Context: an optimization exercise on an open-source flow, tuned for a short achievable clock period and few clock cycles. The choices shown serve that exercise and are no tape-out recipe.
Only simulation tests tie the RTL to the original design; equivalence was not proved.
Power figures rest on the tool's default switching activity, not on a simulated workload.

==> inputs of fjord <==
==> flow/design.v <==
module mc_core #(
    parameter int              XLEN     = 32,
    parameter int              NREG     = 32,
    parameter logic [XLEN-1:0] RESET_PC = '0
) (
    input  logic            clk,
    input  logic            rst,
    output logic            mem_req,
    output logic            mem_we,
    output logic [XLEN-1:0] mem_addr,
    output logic [XLEN-1:0] mem_wdata,
    input  logic [XLEN-1:0] mem_rdata,
    input  logic            mem_ready,
    output logic            halted,
    output logic [XLEN-1:0] pc_out
    ,
    output logic [31:0]     instret
);
    localparam logic [5:0] OP_RTYPE = 6'h00, OP_J = 6'h02, OP_JAL = 6'h03, OP_BEQ = 6'h04,
                           OP_BNE = 6'h05, OP_ADDI = 6'h08, OP_LW = 6'h23, OP_SW = 6'h2B;
    localparam logic [5:0] FN_JR = 6'h08, FN_ADD = 6'h20, FN_SUB = 6'h22, FN_AND = 6'h24,
                           FN_OR = 6'h25, FN_SLT = 6'h2A;
    logic sFetch, sExec, sMem, sHalt;
    logic [XLEN-1:0] pc;       
    logic [XLEN-1:0] areg;     
    logic [31:0]     ir;
    logic [XLEN-1:0] regA, regB;
    logic [XLEN-1:0] rf [1:31];
    logic dAluR, dAddi, dLw, dSw, dBr, dBne, dJ, dJal, dJr, dHalt, dWr;
    logic dSub, dAnd, dOr, dSlt;
    logic [4:0] dWidx;
    logic [XLEN-1:0] immExt, opB, sum, aluRes, lsAddr, brT, jT, nextFetch, wbData;
    logic            eq, taken, dLs, dNf;
    assign dLs    = dLw | dSw;
    assign dNf    = ~dLs & ~dHalt;
    assign immExt = {{(XLEN-16){ir[15]}}, ir[15:0]};
    assign opB    = dAddi ? immExt : (dSub ? ~regB : regB);
    assign sum    = regA + opB + {{(XLEN-1){1'b0}}, dSub};
    always_comb begin
        if (dAnd)      aluRes = regA & regB;
        else if (dOr)  aluRes = regA | regB;
        else if (dSlt) aluRes = {{(XLEN-1){1'b0}},
                                 (regA[XLEN-1] ^ regB[XLEN-1]) ? regA[XLEN-1] : sum[XLEN-1]};
        else           aluRes = sum;
    end
    assign wbData = dJal ? pc : aluRes;
    assign lsAddr = regA + immExt;
    assign brT    = pc + {immExt[XLEN-3:0], 2'b00};
    assign jT     = {pc[XLEN-1:28], ir[25:0], 2'b00};
    assign eq     = (regA == regB);
    assign taken  = dBr & (eq ^ dBne);
    always_comb begin
        if (dJ)         nextFetch = jT;
        else if (dJr)   nextFetch = regA;
        else if (taken) nextFetch = brT;
        else            nextFetch = pc;
    end
    assign mem_req   = sFetch | sMem | (sExec & ~dHalt);
    assign mem_we    = dSw & (sExec | sMem);
    assign mem_addr  = sExec ? (dLs ? lsAddr : nextFetch) : areg;
    assign mem_wdata = regB;
    assign halted    = sHalt;
    assign pc_out    = pc;
    logic fetchDone, lsDone, retire;
    assign fetchDone = mem_ready & (sFetch | (sExec & dNf));
    assign lsDone    = mem_ready & dLs & (sExec | sMem);
    assign retire    = (sExec & dNf) | lsDone;
    logic            wen, bypEn;
    logic [4:0]      widx;
    logic [XLEN-1:0] wdata;
    assign bypEn = sExec & dWr;
    assign wen   = bypEn | (lsDone & dLw & dWidx != 5'd0);
    assign widx  = dWidx;
    assign wdata = dLw ? mem_rdata : wbData;
    function automatic logic [XLEN-1:0] rdReg(input logic [4:0] idx);
        if (bypEn && idx == dWidx) rdReg = wbData;
        else if (idx == 5'd0)      rdReg = {XLEN{1'b0}};
        else                       rdReg = rf[idx];
    endfunction
    always_ff @(posedge clk or negedge rst) begin
        if (!rst) begin
            for (int i = 1; i < 32; i++) rf[i] <= '0;
        end else if (wen) begin
            rf[widx] <= wdata;
        end
    end
    logic [5:0] nOp, nFn;
    logic nR, nAluR, nJr, nAddi, nLw, nSw, nBeq, nBne, nJ, nJal, nHalt;
    logic [4:0] nWidx;
    assign nOp   = mem_rdata[31:26];
    assign nFn   = mem_rdata[5:0];
    assign nR    = (nOp == OP_RTYPE);
    assign nAluR = nR & (nFn == FN_ADD || nFn == FN_SUB || nFn == FN_AND ||
                         nFn == FN_OR || nFn == FN_SLT);
    assign nJr   = nR & (nFn == FN_JR);
    assign nAddi = (nOp == OP_ADDI);
    assign nLw   = (nOp == OP_LW);
    assign nSw   = (nOp == OP_SW);
    assign nBeq  = (nOp == OP_BEQ);
    assign nBne  = (nOp == OP_BNE);
    assign nJ    = (nOp == OP_J) | (nOp == OP_JAL);
    assign nJal  = (nOp == OP_JAL);
    assign nHalt = ~(nAluR | nJr | nAddi | nLw | nSw | nBeq | nBne | nJ);
    assign nWidx = nR ? mem_rdata[15:11] : (nJal ? 5'd31 : mem_rdata[20:16]);
    always_ff @(posedge clk or negedge rst) begin
        if (!rst) begin
            sFetch <= 1'b0;
            sExec  <= 1'b0;
            sMem   <= 1'b0;
            sHalt  <= 1'b0;
            pc     <= RESET_PC;
            areg   <= RESET_PC;
            ir     <= '0;
            regA   <= '0;
            regB   <= '0;
            dAluR  <= 1'b0;
            dAddi  <= 1'b0;
            dLw    <= 1'b0;
            dSw    <= 1'b0;
            dBr    <= 1'b0;
            dBne   <= 1'b0;
            dJ     <= 1'b0;
            dJal   <= 1'b0;
            dJr    <= 1'b0;
            dHalt  <= 1'b0;
            dWr    <= 1'b0;
            dSub   <= 1'b0;
            dAnd   <= 1'b0;
            dOr    <= 1'b0;
            dSlt   <= 1'b0;
            dWidx  <= '0;
        end else begin
            if (!sFetch && !sExec && !sMem && !sHalt) sFetch <= 1'b1;
            if (fetchDone) begin
                sFetch <= 1'b0;
                sExec  <= 1'b1;
                sMem   <= 1'b0;
                pc     <= (sFetch ? areg : nextFetch) + XLEN'(4);
                ir     <= mem_rdata;
                regA   <= rdReg(mem_rdata[25:21]);
                regB   <= rdReg(mem_rdata[20:16]);
                dAluR  <= nAluR;
                dAddi  <= nAddi;
                dLw    <= nLw;
                dSw    <= nSw;
                dBr    <= nBeq | nBne;
                dBne   <= nBne;
                dJ     <= nJ;
                dJal   <= nJal;
                dJr    <= nJr;
                dHalt  <= nHalt;
                dWr    <= (nAluR | nAddi | nJal) & (nWidx != 5'd0);
                dSub   <= nR & (nFn == FN_SUB || nFn == FN_SLT);
                dAnd   <= nR & (nFn == FN_AND);
                dOr    <= nR & (nFn == FN_OR);
                dSlt   <= nR & (nFn == FN_SLT);
                dWidx  <= nWidx;
            end else if (sExec) begin
                sExec <= 1'b0;
                if (dHalt) begin
                    sHalt <= 1'b1;
                end else if (dLs) begin
                    if (mem_ready) begin
                        sFetch <= 1'b1;
                        areg   <= pc;
                    end else begin
                        sMem <= 1'b1;
                        areg <= lsAddr;
                    end
                end else begin
                    sFetch <= 1'b1;
                    areg   <= nextFetch;
                end
            end else if (sMem && mem_ready) begin
                sMem   <= 1'b0;
                sFetch <= 1'b1;
                areg   <= pc;
            end
        end
    end
    always_ff @(posedge clk or negedge rst) begin
        if (!rst)        instret <= '0;
        else if (retire) instret <= instret + 32'd1;
    end
endmodule
==> flow/run.sh <==
#!/bin/bash
# synth_recipe.tcl (not shown) runs the flow's synth.tcl, then flattens the netlist and writes it again
# the make line also repeats each setting of config.mk as NAME=value (left out here)
make -C /OpenROAD-flow-scripts/flow DESIGN_CONFIG=/design/flow/config.mk WORK_HOME=/design/flow/orfs CLKGATE_MAP_FILE= SYNTH_SCRIPT=/design/flow/synth_recipe.tcl finish
==> flow/config.mk <==
export PLATFORM = sky130hd
export DESIGN_NAME = mc_core
export DESIGN_NICKNAME = mc_core
export VERILOG_FILES = /design/flow/design.v
export SDC_FILE = /design/flow/constraint.sdc
export NUM_CORES = 4
export LEC_CHECK = 0
export CAP_MARGIN = 20
export CORE_MARGIN = 2
export CORE_UTILIZATION = 30
export SLEW_MARGIN = 20
==> flow/constraint.sdc <==
create_clock -name core_clock -period 7.0 [get_ports {clk}]
set_input_delay 1.4000 -clock core_clock [delete_from_list [all_inputs] [get_ports {clk}]]
set_output_delay 1.4000 -clock core_clock [all_outputs]
set_load 0.01 [all_outputs]
==> lagoon: changes against fjord <==
- SETUP_SLACK_MARGIN: default -> 3.2
==> metrics.csv <==
metric;value;unit
outcome;failed layout checks;
Layout Check Fails;max-capacitance violations, max-slew violations;
GP Congestion;0.9912;
Max Cap Violations;1;
CP Cell Sequence;buf_12 -> ha_1 -> and3_1 -> and2_4 -> nand2_1 -> a21oi_4 -> o221ai_2 -> o21ai_2 -> a31oi_1 -> xnor2_1 -> nand2_1 -> a31oi_2 -> buf_2;
Post-CTS Setup Repair Bufs;370;
seq pwr;9.20;mW
critical path's largest stage delay;0.57;ns
Critical Path Fanout Max;8;
vias in the first global route;66395;
Logic pwr share;60.9;%
area of the multi-input gates;39640;sq um
Fin Hold WS;0.4721;ns
worst setup path startpoint;ir[15];
worst slew pin tran;2.274;ns
Pins Over Slew Limit;14;
sequential share of cell area;33.54;%
Final Skew;0.06991;ns
That was lagoon.
==> metrics.csv <==
metric;value;unit
sequential share of cell area;39.03;%
Fin Hold WS;0.4721;ns
Logic pwr share;42.9;%
worst setup path startpoint;regA[22];
worst slew pin tran;1.285;ns
critical path's largest stage delay;0.61;ns
Post-CTS Setup Repair Bufs;0;
outcome;timing/DRC/antenna clean;
Critical Path Fanout Max;12;
CP Cell Sequence;inv_1 -> ha_1 -> nor4_1 -> and4_1 -> a21o_1 -> buf_4 -> nand2_2 -> a311oi_1 -> a21oi_1 -> o31ai_1 -> nand2_1 -> a31oi_1 -> clkdlybuf4s50_1;
That was fjord.
Testbench counts of fjord, summed over its fixed seeds: cycles 69,668.
Testbench counts of lagoon, summed over its fixed seeds: cycles 69,668.

==> run Y <==
mc_core, a different RTL version from the one above (not shown whole).
export LEC_CHECK = 0
export CAP_MARGIN = 30
export CORE_MARGIN = 2
export CORE_UTILIZATION = 30
export SETUP_SLACK_MARGIN = 3.7
export SLEW_MARGIN = 30
export SYNTH_HIERARCHICAL = 1
export SYNTH_MINIMUM_KEEP_SIZE = 0
create_clock -name core_clock -period 7.0 [get_ports {clk}]
standard.sh (not shown) runs the stock make flow with config.mk's settings and CLKGATE_MAP_FILE= SYNTH_SCRIPT=/design/flow/synth_recipe.tcl, a recipe that flattens the netlist after the stock synthesis.
==> flow/flow/run.sh <==
#!/bin/bash
# The standard layout (the standard.sh), with two additions:
# - the port buffers that placement inserts are buf_4 cells (by default the
#   resizer picks its smallest buffer, a slow delay-type cell);
# - after the timing repair at global route, a repair_design pass fixes any
#   max-slew or max-capacitance violation that the timing repair left.
export BUFFER_PORTS_ARGS="-buffer_cell sky130_fd_sc_hd__buf_4"
export POST_GLOBAL_ROUTE_TCL="$PWD/flow/post_grt.tcl"
bash standard.sh > standard.log 2>&1
==> flow/flow/post_grt.tcl <==
# Sourced by ORFS global_route.tcl (POST_GLOBAL_ROUTE_TCL) after its timing
# repair: repair max slew / max capacitance again, legalise, re-route the
# changed nets and rewrite the route guides.
puts "post_grt: repair_design after repair_timing"
report_check_types -max_slew -max_capacitance -violators
global_route -start_incremental
repair_design_helper
detailed_placement
global_route -end_incremental
estimate_parasitics -global_routing
report_check_types -max_slew -max_capacitance -violators
write_guides $::env(RESULTS_DIR)/route.guide
==> run D (differences from run Y) <==
--- a/flow/design.v
+++ b/flow/design.v
@@ -52,20 +52,32 @@
                 p[i] = p[i] & p[i-d];
             end
         end
         addPP[0] = addPP[0] ^ cin;
         for (int i = 1; i < 32; i++) addPP[i] = addPP[i] ^ g[i-1];
     endfunction
-    logic [31:0] aluRes, lsAddr, pc4, regA4, brT4, jT4, newPc;
-    logic        dNf, dLs;
+    logic [31:0] sum, carry, aluRes, lsAddr, pc4, regA4, brT4, jT4, newPc;
+    logic        dNf, dLs, slt, lsC16;
     assign dLs  = dLw | dSw;
     assign dNf  = ~dLs & ~dHalt;
-    mc_core_alu uAlu (
-        .p(aluP), .g(aluG), .px(aluPx), .aS(aluAs), .bS(aluBs), .pc(pc),
-        .rSum(rSum), .rAnd(rAnd), .rOr(rOr), .rSlt(rSlt), .rPc(rPc), .res(aluRes)
-    );
+    always_comb begin
+        logic [31:0] p, g;
+        p = aluP;
+        g = aluG;
+        for (int d = 1; d < 32; d = d * 2) begin
+            for (int i = 31; i >= d; i--) begin
+                g[i] = g[i] | (p[i] & g[i-d]);
+                p[i] = p[i] & p[i-d];
+            end
+        end
+        carry = {g[30:0], 1'b0};
+    end
+    assign sum  = aluPx ^ carry;
+    assign slt  = (aluAs ^ aluBs) ? aluAs : sum[31];
+    assign aluRes = ({32{rSum}} & sum) | ({32{rAnd}} & aluG) |
+                    ({32{rOr}} & (aluP | aluG)) | {31'd0, rSlt & slt} | ({32{rPc}} & pc);
     assign lsAddr[7:0]   = lsLo;
     assign lsAddr[15:8]  = lsC8 ? lsMid1 : lsMid0;
     logic [15:0] lsHi0, lsHi1;
     assign lsHi0 = ({16{s0Z}} & regA[31:16]) | ({16{s0P}} & lsHiP) | ({16{s0M}} & lsHiM);
     assign lsHi1 = ({16{s1Z}} & regA[31:16]) | ({16{s1P}} & lsHiP) | ({16{s1M}} & lsHiM);
     assign lsAddr[31:16] = lsC8 ? lsHi1 : lsHi0;
@@ -180,14 +192,12 @@
     assign nRaw = rawA;
     assign nFix = ((nLw | nSw) & bypA) | ((nBeq | nBne) & nBrFix);
     logic [8:0] nLo, nMid0, nMid1;
     mc_core_add8 uLo   (.a(nRaw[7:0]),  .b(nImm[7:0]),  .cin(1'b0), .s(nLo));
     mc_core_add8 uMid0 (.a(nRaw[15:8]), .b(nImm[15:8]), .cin(1'b0), .s(nMid0));
     mc_core_add8 uMid1 (.a(nRaw[15:8]), .b(nImm[15:8]), .cin(1'b1), .s(nMid1));
-    logic [15:0] nHiP, nHiM;
-    mc_core_incdec uHi (.a(nRaw[31:16]), .p(nHiP), .m(nHiM));
     logic [8:0] fLo, fMid0, fMid1;
     assign fLo   = {1'b0, regA[7:0]} + {1'b0, immL[7:0]};
     assign fMid0 = {1'b0, regA[15:8]} + {1'b0, immL[15:8]};
     assign fMid1 = {1'b0, regA[15:8]} + {1'b0, immL[15:8]} + 9'd1;
     always_ff @(posedge clk or negedge rst) begin
         if (!rst) begin
@@ -326,14 +336,14 @@
             s0P    <= nMid0[8] & ~mem_rdata[15];
             s0M    <= ~nMid0[8] & mem_rdata[15];
             s0Z    <= nMid0[8] == mem_rdata[15];
             s1P    <= nMid1[8] & ~mem_rdata[15];
             s1M    <= ~nMid1[8] & mem_rdata[15];
             s1Z    <= nMid1[8] == mem_rdata[15];
-            lsHiP  <= nHiP;
-            lsHiM  <= nHiM;
+            lsHiP  <= nRaw[31:16] + 16'd1;
+            lsHiM  <= nRaw[31:16] - 16'd1;
         end
     end
     always_ff @(posedge clk or negedge rst) begin
         if (!rst)        instret <= '0;
         else if (retire) instret <= instret + 32'd1;
     end
@@ -356,47 +366,6 @@
     always_comb begin
         for (int j = 0; j < 8; j++) m1[j] = r[32*(4*j + sel[1:0]) +: 32];
         for (int i = 0; i < 2; i++) m2[i] = m1[4*i + sel[3:2]];
         q = m2[sel[4]];
     end
 endmodule
-module mc_core_alu (
-    input  logic [31:0] p,
-    input  logic [31:0] g,
-    input  logic [31:0] px,
-    input  logic        aS,
-    input  logic        bS,
-    input  logic [31:0] pc,
-    input  logic        rSum,
-    input  logic        rAnd,
-    input  logic        rOr,
-    input  logic        rSlt,
-    input  logic        rPc,
-    output logic [31:0] res
-);
-    logic [31:0] carry, sum;
-    logic        slt;
-    always_comb begin
-        logic [31:0] pp, gg;
-        pp = p;
-        gg = g;
-        for (int d = 1; d < 32; d = d * 2) begin
-            for (int i = 31; i >= d; i--) begin
-                gg[i] = gg[i] | (pp[i] & gg[i-d]);
-                pp[i] = pp[i] & pp[i-d];
-            end
-        end
-        carry = {gg[30:0], 1'b0};
-    end
-    assign sum = px ^ carry;
-    assign slt = (aS ^ bS) ? aS : sum[31];
-    assign res = ({32{rSum}} & sum) | ({32{rAnd}} & g) | ({32{rOr}} & (p | g)) |
-                 {31'd0, rSlt & slt} | ({32{rPc}} & pc);
-endmodule
-module mc_core_incdec (
-    input  logic [15:0] a,
-    output logic [15:0] p,
-    output logic [15:0] m
-);
-    assign p = a + 16'd1;
-    assign m = a - 16'd1;
-endmodule
- SETUP_SLACK_MARGIN: 3.7 -> 3.0
==> run H (differences from run Y) <==
--- a/flow/design.v
+++ b/flow/design.v
@@ -181,13 +181,20 @@
     assign nFix = ((nLw | nSw) & bypA) | ((nBeq | nBne) & nBrFix);
     logic [8:0] nLo, nMid0, nMid1;
     mc_core_add8 uLo   (.a(nRaw[7:0]),  .b(nImm[7:0]),  .cin(1'b0), .s(nLo));
     mc_core_add8 uMid0 (.a(nRaw[15:8]), .b(nImm[15:8]), .cin(1'b0), .s(nMid0));
     mc_core_add8 uMid1 (.a(nRaw[15:8]), .b(nImm[15:8]), .cin(1'b1), .s(nMid1));
     logic [15:0] nHiP, nHiM;
-    mc_core_incdec uHi (.a(nRaw[31:16]), .p(nHiP), .m(nHiM));
+    logic [511:0] hiPFlat, hiMFlat;
+    assign hiPFlat[15:0] = 16'd1;
+    assign hiMFlat[15:0] = 16'hFFFF;
+    for (genvar k = 1; k < 32; k++) begin : gHi
+        mc_core_incdec uHiK (.a(rf[k][31:16]), .p(hiPFlat[16*k +: 16]), .m(hiMFlat[16*k +: 16]));
+    end
+    mc_core_rd16 uRdHiP (.sel(mem_rdata[25:21]), .r(hiPFlat), .q(nHiP));
+    mc_core_rd16 uRdHiM (.sel(mem_rdata[25:21]), .r(hiMFlat), .q(nHiM));
     logic [8:0] fLo, fMid0, fMid1;
     assign fLo   = {1'b0, regA[7:0]} + {1'b0, immL[7:0]};
     assign fMid0 = {1'b0, regA[15:8]} + {1'b0, immL[15:8]};
     assign fMid1 = {1'b0, regA[15:8]} + {1'b0, immL[15:8]} + 9'd1;
     always_ff @(posedge clk or negedge rst) begin
         if (!rst) begin
@@ -397,6 +404,19 @@
     output logic [15:0] p,
     output logic [15:0] m
 );
     assign p = a + 16'd1;
     assign m = a - 16'd1;
 endmodule
+module mc_core_rd16 (
+    input  logic [4:0]   sel,
+    input  logic [511:0] r,
+    output logic [15:0]  q
+);
+    logic [15:0] m1 [8];
+    logic [15:0] m2 [2];
+    always_comb begin
+        for (int j = 0; j < 8; j++) m1[j] = r[16*(4*j + sel[1:0]) +: 16];
+        for (int i = 0; i < 2; i++) m2[i] = m1[4*i + sel[3:2]];
+        q = m2[sel[4]];
+    end
+endmodule
- SETUP_SLACK_MARGIN: 3.7 -> 3.4
==> run G (differences from run Y) <==
--- a/flow/design.v
+++ b/flow/design.v
@@ -52,20 +52,32 @@
                 p[i] = p[i] & p[i-d];
             end
         end
         addPP[0] = addPP[0] ^ cin;
         for (int i = 1; i < 32; i++) addPP[i] = addPP[i] ^ g[i-1];
     endfunction
-    logic [31:0] aluRes, lsAddr, pc4, regA4, brT4, jT4, newPc;
-    logic        dNf, dLs;
+    logic [31:0] sum, carry, aluRes, lsAddr, pc4, regA4, brT4, jT4, newPc;
+    logic        dNf, dLs, slt, lsC16;
     assign dLs  = dLw | dSw;
     assign dNf  = ~dLs & ~dHalt;
-    mc_core_alu uAlu (
-        .p(aluP), .g(aluG), .px(aluPx), .aS(aluAs), .bS(aluBs), .pc(pc),
-        .rSum(rSum), .rAnd(rAnd), .rOr(rOr), .rSlt(rSlt), .rPc(rPc), .res(aluRes)
-    );
+    always_comb begin
+        logic [31:0] p, g;
+        p = aluP;
+        g = aluG;
+        for (int d = 1; d < 32; d = d * 2) begin
+            for (int i = 31; i >= d; i--) begin
+                g[i] = g[i] | (p[i] & g[i-d]);
+                p[i] = p[i] & p[i-d];
+            end
+        end
+        carry = {g[30:0], 1'b0};
+    end
+    assign sum  = aluPx ^ carry;
+    assign slt  = (aluAs ^ aluBs) ? aluAs : sum[31];
+    assign aluRes = ({32{rSum}} & sum) | ({32{rAnd}} & aluG) |
+                    ({32{rOr}} & (aluP | aluG)) | {31'd0, rSlt & slt} | ({32{rPc}} & pc);
     assign lsAddr[7:0]   = lsLo;
     assign lsAddr[15:8]  = lsC8 ? lsMid1 : lsMid0;
     logic [15:0] lsHi0, lsHi1;
     assign lsHi0 = ({16{s0Z}} & regA[31:16]) | ({16{s0P}} & lsHiP) | ({16{s0M}} & lsHiM);
     assign lsHi1 = ({16{s1Z}} & regA[31:16]) | ({16{s1P}} & lsHiP) | ({16{s1M}} & lsHiM);
     assign lsAddr[31:16] = lsC8 ? lsHi1 : lsHi0;
@@ -87,15 +99,16 @@
     assign halted    = sHalt;
     assign pc_out    = pc;
     logic fetchDone, lsDone, retire;
     assign fetchDone = mem_ready & (sFetch | (sExec & dNf));
     assign lsDone    = mem_ready & dLs & (sExec | sMem);
     assign retire    = (sExec & dNf) | lsDone;
-    logic        bypEn;
+    logic        wen, bypEn;
     logic [31:0] wdata;
     assign bypEn = sExec & dWr;
+    assign wen   = bypEn | (lsDone & dLw & dWidx != 5'd0);
     assign wdata = dLw ? mem_rdata : aluRes;
     logic [31:0] rsOH, rtOH, rawA, rawB;
     logic        bypA, bypB;       
     always_comb begin
         for (int k = 0; k < 32; k++) begin
             rsOH[k] = mem_rdata[25:21] == 5'(k);
@@ -108,26 +121,17 @@
     always_comb begin
         rfFlat[31:0] = '0;
         for (int k = 1; k < 32; k++) rfFlat[32*k +: 32] = rf[k];
     end
     mc_core_rd uRdA (.sel(mem_rdata[25:21]), .r(rfFlat), .q(rawA));
     mc_core_rd uRdB (.sel(mem_rdata[20:16]), .r(rfFlat), .q(rawB));
-    logic        lwW;
-    logic [31:0] wDec, wenK;
-    assign lwW = dLw & (sExec | sMem);
-    always_comb begin
-        for (int k = 0; k < 32; k++) begin
-            wDec[k] = dWidx == 5'(k);
-            wenK[k] = (wDec[k] & bypEn) | (wDec[k] & lwW & mem_ready);
-        end
-    end
     always_ff @(posedge clk or negedge rst) begin
         if (!rst) begin
             for (int i = 1; i < 32; i++) rf[i] <= '0;
-        end else begin
-            for (int i = 1; i < 32; i++) if (wenK[i]) rf[i] <= wdata;
+        end else if (wen) begin
+            rf[dWidx] <= wdata;
         end
     end
     logic [5:0]  nOp, nFn;
     logic        nR, nAluR, nJr, nAddi, nLw, nSw, nBeq, nBne, nJ, nJal, nHalt, nSub, nTaken;
     logic [4:0]  nWidx;
     logic [31:0] nA, nB, nImm, nBrT;
@@ -180,14 +184,12 @@
     assign nRaw = rawA;
     assign nFix = ((nLw | nSw) & bypA) | ((nBeq | nBne) & nBrFix);
     logic [8:0] nLo, nMid0, nMid1;
     mc_core_add8 uLo   (.a(nRaw[7:0]),  .b(nImm[7:0]),  .cin(1'b0), .s(nLo));
     mc_core_add8 uMid0 (.a(nRaw[15:8]), .b(nImm[15:8]), .cin(1'b0), .s(nMid0));
     mc_core_add8 uMid1 (.a(nRaw[15:8]), .b(nImm[15:8]), .cin(1'b1), .s(nMid1));
-    logic [15:0] nHiP, nHiM;
-    mc_core_incdec uHi (.a(nRaw[31:16]), .p(nHiP), .m(nHiM));
     logic [8:0] fLo, fMid0, fMid1;
     assign fLo   = {1'b0, regA[7:0]} + {1'b0, immL[7:0]};
     assign fMid0 = {1'b0, regA[15:8]} + {1'b0, immL[15:8]};
     assign fMid1 = {1'b0, regA[15:8]} + {1'b0, immL[15:8]} + 9'd1;
     always_ff @(posedge clk or negedge rst) begin
         if (!rst) begin
@@ -199,14 +201,31 @@
             immL   <= '0;
             dBr    <= 1'b0;
             dBne   <= 1'b0;
             pc     <= RESET_PC;
             regA   <= '0;
             regB   <= '0;
+            aluP   <= '0;
+            aluG   <= '0;
+            aluPx  <= '0;
+            aluAs  <= 1'b0;
+            aluBs  <= 1'b0;
             brT    <= '0;
             jT     <= '0;
+            lsLo   <= '0;
+            lsC8   <= 1'b0;
+            lsMid0 <= '0;
+            lsMid1 <= '0;
+            s0P    <= 1'b0;
+            s0M    <= 1'b0;
+            s0Z    <= 1'b0;
+            s1P    <= 1'b0;
+            s1M    <= 1'b0;
+            s1Z    <= 1'b0;
+            lsHiP  <= '0;
+            lsHiM  <= '0;
             dLw    <= 1'b0;
             dSw    <= 1'b0;
             dHalt  <= 1'b0;
             dWr    <= 1'b0;
             rSum   <= 1'b0;
             rAnd   <= 1'b0;
@@ -230,14 +249,31 @@
                 immL   <= mem_rdata[15:0];
                 dBr    <= nBeq | nBne;
                 dBne   <= nBne;
                 pc     <= newPc;
                 regA   <= nA;
                 regB   <= nB;
+                aluP   <= nX ^ nY;
+                aluG   <= nX & nY;
+                aluPx  <= nX ^ nY ^ {32{nSub}};
+                aluAs  <= nA[31];
+                aluBs  <= nB[31];
                 brT    <= nBrT;
                 jT     <= {newPc[31:28], mem_rdata[25:0], 2'b00};
+                lsLo   <= nLo[7:0];
+                lsC8   <= nLo[8];
+                lsMid0 <= nMid0[7:0];
+                lsMid1 <= nMid1[7:0];
+                s0P    <= nMid0[8] & ~mem_rdata[15];
+                s0M    <= ~nMid0[8] & mem_rdata[15];
+                s0Z    <= nMid0[8] == mem_rdata[15];
+                s1P    <= nMid1[8] & ~mem_rdata[15];
+                s1M    <= ~nMid1[8] & mem_rdata[15];
+                s1Z    <= nMid1[8] == mem_rdata[15];
+                lsHiP  <= nRaw[31:16] + 16'd1;
+                lsHiM  <= nRaw[31:16] - 16'd1;
                 dLw    <= nLw;
                 dSw    <= nSw;
                 dHalt  <= nHalt;
                 dWr    <= (nAluR | nAddi | nJal) & (nWidx != 5'd0);
                 rSum   <= nAddi | (nR & (nFn == FN_ADD || nFn == FN_SUB));
                 rAnd   <= nR & (nFn == FN_AND);
@@ -255,12 +291,24 @@
                 sFix   <= 1'b0;
                 sExec  <= 1'b1;
                 if (dBr) begin
                     aBr <= (regA == regB) ^ dBne;
                     aPc <= (regA != regB) ^ dBne;
                 end
+                lsLo   <= fLo[7:0];
+                lsC8   <= fLo[8];
+                lsMid0 <= fMid0[7:0];
+                lsMid1 <= fMid1[7:0];
+                s0P    <= fMid0[8] & ~immL[15];
+                s0M    <= ~fMid0[8] & immL[15];
+                s0Z    <= fMid0[8] == immL[15];
+                s1P    <= fMid1[8] & ~immL[15];
+                s1M    <= ~fMid1[8] & immL[15];
+                s1Z    <= fMid1[8] == immL[15];
+                lsHiP  <= regA[31:16] + 16'd1;
+                lsHiM  <= regA[31:16] - 16'd1;
             end else if (sExec) begin
                 sExec <= 1'b0;
                 if (dHalt) begin
                     sHalt <= 1'b1;
                 end else if (dLs) begin
                     if (mem_ready) begin
@@ -279,64 +327,12 @@
                 aLs    <= 1'b0;
                 aPc    <= 1'b1;
             end
         end
     end
     always_ff @(posedge clk or negedge rst) begin
-        if (!rst) begin
-            aluP   <= '0;
-            aluG   <= '0;
-            aluPx  <= '0;
-            aluAs  <= 1'b0;
-            aluBs  <= 1'b0;
-            lsLo   <= '0;
-            lsC8   <= 1'b0;
-            lsMid0 <= '0;
-            lsMid1 <= '0;
-            s0P    <= 1'b0;
-            s0M    <= 1'b0;
-            s0Z    <= 1'b0;
-            s1P    <= 1'b0;
-            s1M    <= 1'b0;
-            s1Z    <= 1'b0;
-            lsHiP  <= '0;
-            lsHiM  <= '0;
-        end else if (sFix) begin
-            lsLo   <= fLo[7:0];
-            lsC8   <= fLo[8];
-            lsMid0 <= fMid0[7:0];
-            lsMid1 <= fMid1[7:0];
-            s0P    <= fMid0[8] & ~immL[15];
-            s0M    <= ~fMid0[8] & immL[15];
-            s0Z    <= fMid0[8] == immL[15];
-            s1P    <= fMid1[8] & ~immL[15];
-            s1M    <= ~fMid1[8] & immL[15];
-            s1Z    <= fMid1[8] == immL[15];
-            lsHiP  <= regA[31:16] + 16'd1;
-            lsHiM  <= regA[31:16] - 16'd1;
-        end else if (mem_ready) begin
-            aluP   <= nX ^ nY;
-            aluG   <= nX & nY;
-            aluPx  <= nX ^ nY ^ {32{nSub}};
-            aluAs  <= nA[31];
-            aluBs  <= nB[31];
-            lsLo   <= nLo[7:0];
-            lsC8   <= nLo[8];
-            lsMid0 <= nMid0[7:0];
-            lsMid1 <= nMid1[7:0];
-            s0P    <= nMid0[8] & ~mem_rdata[15];
-            s0M    <= ~nMid0[8] & mem_rdata[15];
-            s0Z    <= nMid0[8] == mem_rdata[15];
-            s1P    <= nMid1[8] & ~mem_rdata[15];
-            s1M    <= ~nMid1[8] & mem_rdata[15];
-            s1Z    <= nMid1[8] == mem_rdata[15];
-            lsHiP  <= nHiP;
-            lsHiM  <= nHiM;
-        end
-    end
-    always_ff @(posedge clk or negedge rst) begin
         if (!rst)        instret <= '0;
         else if (retire) instret <= instret + 32'd1;
     end
 endmodule
 module mc_core_add8 (
     input  logic [7:0] a,
@@ -356,47 +352,6 @@
     always_comb begin
         for (int j = 0; j < 8; j++) m1[j] = r[32*(4*j + sel[1:0]) +: 32];
         for (int i = 0; i < 2; i++) m2[i] = m1[4*i + sel[3:2]];
         q = m2[sel[4]];
     end
 endmodule
-module mc_core_alu (
-    input  logic [31:0] p,
-    input  logic [31:0] g,
-    input  logic [31:0] px,
-    input  logic        aS,
-    input  logic        bS,
-    input  logic [31:0] pc,
-    input  logic        rSum,
-    input  logic        rAnd,
-    input  logic        rOr,
-    input  logic        rSlt,
-    input  logic        rPc,
-    output logic [31:0] res
-);
-    logic [31:0] carry, sum;
-    logic        slt;
-    always_comb begin
-        logic [31:0] pp, gg;
-        pp = p;
-        gg = g;
-        for (int d = 1; d < 32; d = d * 2) begin
-            for (int i = 31; i >= d; i--) begin
-                gg[i] = gg[i] | (pp[i] & gg[i-d]);
-                pp[i] = pp[i] & pp[i-d];
-            end
-        end
-        carry = {gg[30:0], 1'b0};
-    end
-    assign sum = px ^ carry;
-    assign slt = (aS ^ bS) ? aS : sum[31];
-    assign res = ({32{rSum}} & sum) | ({32{rAnd}} & g) | ({32{rOr}} & (p | g)) |
-                 {31'd0, rSlt & slt} | ({32{rPc}} & pc);
-endmodule
-module mc_core_incdec (
-    input  logic [15:0] a,
-    output logic [15:0] p,
-    output logic [15:0] m
-);
-    assign p = a + 16'd1;
-    assign m = a - 16'd1;
-endmodule
- SETUP_SLACK_MARGIN: 3.7 -> 3.0
==> summary.txt <==
	run H	run D	run G	run Y
Result of the run	timing/DRC/antenna clean	timing/DRC/antenna clean	timing/DRC/antenna clean	timing/DRC/antenna clean
Leading cell type in the layout, fill and taps excluded	nand2_1	nand2_1	nand2_1	dfrtp_1
Min-delay worst type	reg2reg	reg2reg	in2async	in2async
Core Rows	220	191	192	191
Full die area	366,000 µm²	277,000 µm²	278,000 µm²	278,000 µm²
Nets	13,000	9,182	9,445	9,652
Number of CTS-inserted buffers	172	159	161	160
Stage delay of the slowest cell on the critical path	390 ps	400 ps	350 ps	550 ps
Routability Congestion	1.07	0.975	0.994	0.976
Layout multi-input combinational cell count	10,100	6,751	7,045	6,863
Worst-path cell with the longest stage delay	nor2b_4	nand4_1	nand4_1	or4_4
Non-clock inverter count in the final layout	196	103	73	76
Yosys reg bits	1,364	1,363	1,361	1,364
Area fraction in and, or, nand and nor cells after synthesis	19.4%	14.3%	16.0%	14.7%
Storage cell area	34,300 µm²	34,100 µm²	34,100 µm²	34,300 µm²
Number of global-route vias before repair	96,800	70,400	71,700	73,700
Number of DRC markers in iteration 0	15,800	9,204	9,745	10,600
Die boundary height	605 µm	526 µm	527 µm	527 µm
Fraction of area in multi-input gates	55.9%	47.3%	47.5%	47.1%
Portion of total power attributed to the clock network	26.9%	33.8%	30.1%	29.6%
Total non-filler cell area in the finished layout	131,000 µm²	96,800 µm²	97,300 µm²	107,000 µm²
End of the worst register-to-register path	rf[12][19]	aluPx[29]	aluPx[31]	s1Z
Testbench counts of run Y, summed over its fixed seeds: cycles 69,747.
Testbench counts of run D, summed over its fixed seeds: cycles 69,747.
Testbench counts of run H, summed over its fixed seeds: cycles 69,747.
Testbench counts of run G, summed over its fixed seeds: cycles 69,747.

[re-timing with driven ports]
Ports are ideal in the flow. The routed layouts listed here were re-timed in OpenROAD.
Step 1 sets driving cells, clkbuf_16 on the clock port and buf_2 on the other inputs (assumed; they add their load-dependent delay and slew).
Step 2 times the ports against the registers' clock, not the clock port: input delays grow and output delays shrink by t, the midpoint of the rising clock arrivals with the driver on.
Slacks: no drivers / after step 1 / after step 2; pairs: no drivers / after step 1.
run | t (ns) | slack for setup (ns) | hold slack, ns | worst setup path after step 2 | pins driven straight from the clock port
fjord | 0.925 | 0.157 / 0.066 / 0.755 | 0.472 / 0.472 / 0.472 | input to register | 1
lagoon | 0.941 | 1.458 / 1.368 / 1.369 | 0.472 / 0.472 / 0.472 | input to register | 1
run Y | 0.932 | 2.927 / 2.556 / 1.624 | 0.474 / 0.460 / 0.496 | input to register | 1
run D | 0.911 | 2.891 / 2.665 / 1.754 | 0.480 / 0.480 / 0.480 | input to register | 1
run H | 0.956 | 2.966 / 2.492 / 1.537 | 0.487 / 0.487 / 0.487 | input to register | 1
run G | 0.931 | 2.906 / 2.706 / 1.775 | 0.484 / 0.473 / 0.491 | input to register | 1
The setup slack of run H, which loses most, moves by -0.474 ns with the drivers and by -1.429 ns with both steps.
